From an optimization exercise on the open Yosys and OpenROAD flow, aimed at small area; shortcuts taken in it are not production practice. The RTL was checked by simulation tests, not by an equivalence proof against the original design. Power figures rest on the tool's default switching activity, not on a simulated workload.

## run A
## vga_scene_renderer
module vga_scene_renderer #(
    parameter int          NUM_RECTS    = 16,
    parameter int          COORD_W      = 10,
    parameter int          CEIL_Y       = 75,
    parameter int          FADE_SHIFT   = 3,
    parameter logic [23:0] BG_COLOR     = vga_scene_pkg::LIGHT_GRAY,
    parameter logic [23:0] PLAYER_COLOR = 24'h0000FF
) (
    input  logic                         clk,
    input  logic                         rst,
    input  logic [COORD_W-1:0]           x,
    input  logic [COORD_W-1:0]           y,
    input  logic                         active_pixels,
    input  logic                         frame_start,
    input  logic [COORD_W-1:0]           player_x,
    input  logic [COORD_W-1:0]           player_y,
    input  logic [COORD_W-1:0]           lava_x,
    input  logic [COORD_W-1:0]           lava_height,
    input  logic [2:0]                   game_state,
    input  logic                         wr_en,
    input  logic [$clog2(NUM_RECTS)-1:0] wr_idx,
    input  logic [COORD_W-1:0]           wr_x0,
    input  logic [COORD_W-1:0]           wr_x1,
    input  logic [COORD_W-1:0]           wr_y0,
    input  logic [COORD_W-1:0]           wr_y1,
    input  logic [23:0]                  wr_color,
    input  logic                         wr_valid,
    input  logic                         clear_all,
    output logic [7:0]                   VGA_R,
    output logic [7:0]                   VGA_G,
    output logic [7:0]                   VGA_B,
    output logic                         out_active
);
export LEC_CHECK = 0
export CAP_MARGIN = 20
export CORE_MARGIN = 2
export CORE_UTILIZATION = 40
export SLEW_MARGIN = 20
create_clock -name core_clock -period 8.0 [get_ports {clk}]
standard.sh (not shown) runs the stock make flow with config.mk's settings and CLKGATE_MAP_FILE= SYNTH_SCRIPT=/design/flow/synth_recipe.tcl, a recipe that flattens the netlist after the stock synthesis.
==> flow/flow/run.sh <==
#!/bin/bash
# Layout flow: the standard ORFS flow with three changes.
#  1. Synthesis maps the logic with an area-oriented ABC script (flow/abc_map.script);
#     everything else in synthesis, including the flip-flop mapping, is unchanged.
#  2. Ports are buffered with sky130_fd_sc_hd__buf_1 instead of the default pick.
#  3. Clock tree synthesis uses small clock buffers and no dummy loads.
# Each tool's full output stays in orfs/logs/; make's output goes to flow_make.log.
set -euo pipefail
W=$(pwd)
HERE=$(cd "$(dirname "$0")" && pwd)

rm -rf "$W/orfs_scripts"
cp -r "$FLOW_HOME/scripts" "$W/orfs_scripts"
cp "$HERE/abc_map.script" "$W/orfs_scripts/abc_speed.script"

export SCRIPTS_DIR="$W/orfs_scripts"
export BUFFER_PORTS_ARGS="-buffer_cell sky130_fd_sc_hd__buf_1"
export CTS_ARGS="-sink_clustering_enable -repair_clock_nets -dont_use_dummy_load -buf_list {sky130_fd_sc_hd__clkbuf_4 sky130_fd_sc_hd__clkbuf_8}"

bash standard.sh finish > "$W/flow_make.log" 2>&1
==> flow/flow/abc_map.script <==
strash
&get -n
&fraig -x
&put
scorr
dc2
strash
&get -n
&dch -f
&nf -a
&put
strash
&get -n
&dch -f
&nf -a
&put
What run B does differently from run A at the input level:
- setting CTS_BUF_LIST to sky130_fd_sc_hd__clkbuf_4 sky130_fd_sc_hd__clkbuf_8 for the first time
==> flow/run.sh (new file) <==
#!/bin/bash
# synth_recipe.tcl (not shown) runs the flow's synth.tcl, then flattens the netlist and writes it again
# the make line also repeats each setting of config.mk as NAME=value (left out here)
make -C /OpenROAD-flow-scripts/flow DESIGN_CONFIG=/design/flow/config.mk WORK_HOME=/design/flow/orfs CLKGATE_MAP_FILE= SYNTH_SCRIPT=/design/flow/synth_recipe.tcl finish
removed: flow/flow/run.sh
removed: flow/flow/abc_map.script
removed: flow/standard.sh
Delta (run B minus run A): count of clock-buffer cells in the layout higher, met1 wire length up about 15%, final standard cell utilization of the core went up 0.81 points, setup slack decreased by 0.11 ns relative to the old numbers, power picked up an extra about 9%. In run B the total half-perimeter wirelength after legalization and detailed placement turned out 11,000 um higher than in run A.
Changes in run C relative to run B:
- CTS_BUF_LIST: sky130_fd_sc_hd__clkbuf_4 sky130_fd_sc_hd__clkbuf_8 -> unset
Findings:
Run C: flow completed, timing, DRC and antenna clean
Total internal power: run C > run B
Sort run B and run C by wire length, descending, and run B comes first.
Taking run B as the reference, in run C total power went up 2.7%, combinational power did not really move, met1 demand-to-capacity share in global routing has increased.
Clock latency reported for the late side of the worst-skew pair is higher on run B
Summary of run C over run B: layout overhead on the synthesized area +0.20 points; final area essentially unchanged; proportion of power drawn by the clock network shows an increase of 1.6 points; via density per instance increased 1.4%.
Total power divided by cell area (run C over run B): increase, 2.6%

* * *

vga_scene_renderer, a different RTL version from the one above (not shown whole).
For scale: roughly 2,800 cells after synthesis.
Settings: LEC_CHECK=0, CAP_MARGIN=20, CORE_MARGIN=2, CORE_UTILIZATION=60, PLACE_DENSITY=0.75, SLEW_MARGIN=20; clock period 8.0 ns.
==> flow/flow/run.sh <==
#!/bin/bash
# Layout flow: the standard ORFS flow with three changes.
#  1. Synthesis maps the logic with an area-oriented ABC script (flow/abc_map.script);
#     everything else in synthesis, including the flip-flop mapping, is unchanged.
#  2. Ports are buffered with sky130_fd_sc_hd__buf_1 instead of the default pick.
#  3. Clock tree synthesis uses small clock buffers and no dummy loads.
# Each tool's full output stays in orfs/logs/; make's output goes to flow_make.log.
set -euo pipefail
W=$(pwd)
HERE=$(cd "$(dirname "$0")" && pwd)

rm -rf "$W/orfs_scripts"
cp -r "$FLOW_HOME/scripts" "$W/orfs_scripts"
cp "$HERE/abc_map.script" "$W/orfs_scripts/abc_speed.script"

export SCRIPTS_DIR="$W/orfs_scripts"
export BUFFER_PORTS_ARGS="-buffer_cell sky130_fd_sc_hd__buf_1"
export CTS_ARGS="-sink_clustering_enable -sink_clustering_size 30 -sink_clustering_max_diameter 60 -repair_clock_nets -dont_use_dummy_load -buf_list {sky130_fd_sc_hd__clkbuf_8 sky130_fd_sc_hd__clkbuf_16}"

bash standard.sh finish > "$W/flow_make.log" 2>&1
==> flow/flow/abc_map.script <==
strash
&get -n
&fraig -x
&put
scorr
dc2
strash
&get -n
&dch -f
&nf -a
&put
strash
&get -n
&dch -f
&nf -a
&put
Rerun with:
--- a/flow/flow/run.sh
+++ b/flow/flow/run.sh
@@ -17,3 +17,3 @@
 export BUFFER_PORTS_ARGS="-buffer_cell sky130_fd_sc_hd__buf_1"
-export CTS_ARGS="-sink_clustering_enable -sink_clustering_size 30 -sink_clustering_max_diameter 60 -repair_clock_nets -dont_use_dummy_load -buf_list {sky130_fd_sc_hd__clkbuf_8 sky130_fd_sc_hd__clkbuf_16}"
+export CTS_ARGS="-sink_clustering_enable -sink_clustering_size 16 -sink_clustering_max_diameter 80 -repair_clock_nets -dont_use_dummy_load -buf_list {sky130_fd_sc_hd__clkbuf_4 sky130_fd_sc_hd__clkbuf_8}"
 
Clock skew went up by 0.028 ns. Wire length stays flat. Synthesized cell count stays the same. Synthesized area is unchanged. Combinational power hardly moves. Core utilization went down by 0.55 points.
Rerun with:
--- a/flow/flow/run.sh
+++ b/flow/flow/run.sh
@@ -17,3 +17,3 @@
 export BUFFER_PORTS_ARGS="-buffer_cell sky130_fd_sc_hd__buf_1"
-export CTS_ARGS="-sink_clustering_enable -sink_clustering_size 16 -sink_clustering_max_diameter 80 -repair_clock_nets -dont_use_dummy_load -buf_list {sky130_fd_sc_hd__clkbuf_4 sky130_fd_sc_hd__clkbuf_8}"
+export CTS_ARGS="-sink_clustering_enable -sink_clustering_size 14 -sink_clustering_max_diameter 60 -repair_clock_nets -dont_use_dummy_load -buf_list {sky130_fd_sc_hd__clkbuf_4 sky130_fd_sc_hd__clkbuf_8}"
 
- CORE_UTILIZATION: 60 -> 70
- PLACE_DENSITY: 0.75 -> 0.8
=>
- count of clock-buffer cells in the layout goes up by 10
- power increases by 1.3%
- non-clock buffer count rose by 4
- wire length increases by 1.7%
- synthesized cell count stays the same
- maximum frequency goes up by 0.92%
- core utilization increases by 11 points
- global-route usage rises by 5.9 points
- die area drops by 14%
- cell count came out lower by 2.5%

* * *

Setup of build 82:
vga_scene_renderer, a different RTL version from the one above (not shown whole).
For scale: about 2800 cells after synthesis, about 1100 flip-flops, ~160 I/O pins, ~0.044 mm² of cells after synthesis.
// vga_scene_renderer
module vga_scene_renderer #(
    parameter int          NUM_RECTS    = 16,
    parameter int          COORD_W      = 10,
    parameter int          CEIL_Y       = 75,
    parameter int          FADE_SHIFT   = 3,
    parameter logic [23:0] BG_COLOR     = vga_scene_pkg::LIGHT_GRAY,
    parameter logic [23:0] PLAYER_COLOR = 24'h0000FF
) (
    input  logic                         clk,
    input  logic                         rst,
    input  logic [COORD_W-1:0]           x,
    input  logic [COORD_W-1:0]           y,
    input  logic                         active_pixels,
    input  logic                         frame_start,
    input  logic [COORD_W-1:0]           player_x,
    input  logic [COORD_W-1:0]           player_y,
    input  logic [COORD_W-1:0]           lava_x,
    input  logic [COORD_W-1:0]           lava_height,
    input  logic [2:0]                   game_state,
    input  logic                         wr_en,
    input  logic [$clog2(NUM_RECTS)-1:0] wr_idx,
    input  logic [COORD_W-1:0]           wr_x0,
    input  logic [COORD_W-1:0]           wr_x1,
    input  logic [COORD_W-1:0]           wr_y0,
    input  logic [COORD_W-1:0]           wr_y1,
    input  logic [23:0]                  wr_color,
    input  logic                         wr_valid,
    input  logic                         clear_all,
    output logic [7:0]                   VGA_R,
    output logic [7:0]                   VGA_G,
    output logic [7:0]                   VGA_B,
    output logic                         out_active
);
==> flow/config.mk <==
export PLATFORM = sky130hd
export DESIGN_NAME = vga_scene_renderer
export DESIGN_NICKNAME = vga_scene_renderer
export VERILOG_FILES = /design/flow/design.v
export SDC_FILE = /design/flow/constraint.sdc
export NUM_CORES = 4
export LEC_CHECK = 0
export CAP_MARGIN = 20
export CORE_MARGIN = 2
export CORE_UTILIZATION = 50
export PLACE_DENSITY = 0.65
export SLEW_MARGIN = 20
==> flow/constraint.sdc <==
create_clock -name core_clock -period 8.0 [get_ports {clk}]
set_input_delay 1.6000 -clock core_clock [delete_from_list [all_inputs] [get_ports {clk}]]
set_output_delay 1.6000 -clock core_clock [all_outputs]
set_load 0.01 [all_outputs]
==> flow/flow/run.sh <==
#!/bin/bash
# Layout flow: the standard ORFS flow with three changes.
#  1. Synthesis maps the logic with an area-oriented ABC script (flow/abc_map.script);
#     everything else in synthesis, including the flip-flop mapping, is unchanged.
#  2. Ports are buffered with sky130_fd_sc_hd__buf_1 instead of the default pick.
#  3. Clock tree synthesis uses small clock buffers and no dummy loads.
# Each tool's full output stays in orfs/logs/; make's output goes to flow_make.log.
set -euo pipefail
W=$(pwd)
HERE=$(cd "$(dirname "$0")" && pwd)

rm -rf "$W/orfs_scripts"
cp -r "$FLOW_HOME/scripts" "$W/orfs_scripts"
cp "$HERE/abc_map.script" "$W/orfs_scripts/abc_speed.script"

export SCRIPTS_DIR="$W/orfs_scripts"
export BUFFER_PORTS_ARGS="-buffer_cell sky130_fd_sc_hd__buf_1"
export CTS_ARGS="-sink_clustering_enable -sink_clustering_size 16 -sink_clustering_max_diameter 80 -repair_clock_nets -dont_use_dummy_load -buf_list {sky130_fd_sc_hd__clkbuf_4 sky130_fd_sc_hd__clkbuf_8}"

bash standard.sh finish > "$W/flow_make.log" 2>&1
Scripts as last shown in full above: flow/flow/abc_map.script
Build 82 has completed all stages; timing, DRC and antenna checks passed.
Inputs modified between build 82 and build 92:
# build 82
export LEC_CHECK = 0
export CAP_MARGIN = 20
export CORE_MARGIN = 2
export CORE_UTILIZATION = 50
export PLACE_DENSITY = 0.65
export SLEW_MARGIN = 20
create_clock -name core_clock -period 8.0 [get_ports {clk}]
# build 92
export LEC_CHECK = 0
export CAP_MARGIN = 20
export CORE_MARGIN = 2
export CORE_UTILIZATION = 60
export PLACE_DENSITY = 0.75
export SLEW_MARGIN = 20
create_clock -name core_clock -period 8.0 [get_ports {clk}]
## What came out
Maximum vdd drop delta for build 92 relative to build 82: 26% lower. Across build 82 and build 92, the outcome is the same: a clean finish for every run. As far as power dissipated in sequential cells is concerned, build 82 and build 92 perform about the same. Number of flip-flops and latches came out exactly the same in build 82 and build 92. Build 92 packs its core more tightly than build 82. Build 92 vs. build 82: worst slack at placement went up by 0.077 ns. Build 92 vs. build 82: number of standard cells in the final layout excluding fillers shows a reduction of about 4.6%; worst setup slack shows an increase of 0.071 ns; fraction of area in multi-input gates shows no meaningful change; worst hold slack shows no meaningful change. The die of build 92 is smaller than the one used in build 82.
For build 35, these inputs were changed with respect to build 92:
# build 92
export LEC_CHECK = 0
export CAP_MARGIN = 20
export CORE_MARGIN = 2
export CORE_UTILIZATION = 60
export PLACE_DENSITY = 0.75
export SLEW_MARGIN = 20
create_clock -name core_clock -period 8.0 [get_ports {clk}]
# build 35
export LEC_CHECK = 0
export CAP_MARGIN = 20
export CORE_MARGIN = 2
export CORE_UTILIZATION = 50
export PLACE_DENSITY = 0.65
export SLEW_MARGIN = 20
create_clock -name core_clock -period 8.0 [get_ports {clk}]
diff --git a/flow/flow/run.sh b/flow/flow/run.sh
--- a/flow/flow/run.sh
+++ b/flow/flow/run.sh
@@ -18 +18 @@
-export CTS_ARGS="-sink_clustering_enable -sink_clustering_size 16 -sink_clustering_max_diameter 80 -repair_clock_nets -dont_use_dummy_load -buf_list {sky130_fd_sc_hd__clkbuf_4 sky130_fd_sc_hd__clkbuf_8}"
+export CTS_ARGS="-sink_clustering_enable -sink_clustering_size 20 -sink_clustering_max_diameter 40 -repair_clock_nets -dont_use_dummy_load -buf_list {sky130_fd_sc_hd__clkbuf_4 sky130_fd_sc_hd__clkbuf_8}"
--- outcome ---
Final layout net count: build 35 vs build 92 up 57. From build 92 to build 35 the numbers moved as follows: clock distribution area overhead in the final layout went up, number of rows in the core area went up, maximum level of the CTS H-tree went up. Sort build 92 and build 35 by share of the clock period used by the worst path, descending, and build 35 comes first.

## separate check: timing with driven ports
In the flow no input, the clock included, has a driving cell. The finished layouts below were timed again as built, in two steps.
Step 1 assumes that a clkbuf_16 drives the clock port and a buf_2 every other input.
Step 2 moves the port delays by t, midway between the first and last clock arrival at a register: inputs arrive t later, outputs are due t later. That takes back most of the time a late clock gives input paths.
Slacks: ideal / step 1 / step 2; pairs: ideal / step 1.
run | shift t [ns] | slack for setup (ns) | worst setup path at the end | worst slew at a driven data input, ns
run A | 0.900 | 1.188 / 1.188 / 0.551 | input to register | 0.17
run B | 0.943 | 1.073 / 1.127 / 0.184 | input to register | 0.11
run C | 0.780 | 0.869 / 0.924 / 0.144 | input to register | 0.12
the first run of note 2 | 0.730 | 1.053 / 1.053 / 0.511 | input to register | 0.11
the second run of note 2 | 0.756 | 1.043 / 1.043 / 0.527 | input to register | 0.13
the third run of note 2 | 0.748 | 1.106 / 1.106 / 0.551 | input to register | 0.10
build 82 | 0.770 | 0.877 / 0.877 / 0.842 | input to register | 0.16
build 92 | 0.751 | 0.948 / 0.948 / 0.874 | input to register | 0.13
build 35 | 0.875 | 0.927 / 0.927 / 0.859 | input to register | 0.17
After both steps every run listed still meets setup and hold. For run B, which loses most, drivers alone change the setup slack by +0.054 ns; drivers and shift together by -0.889 ns.
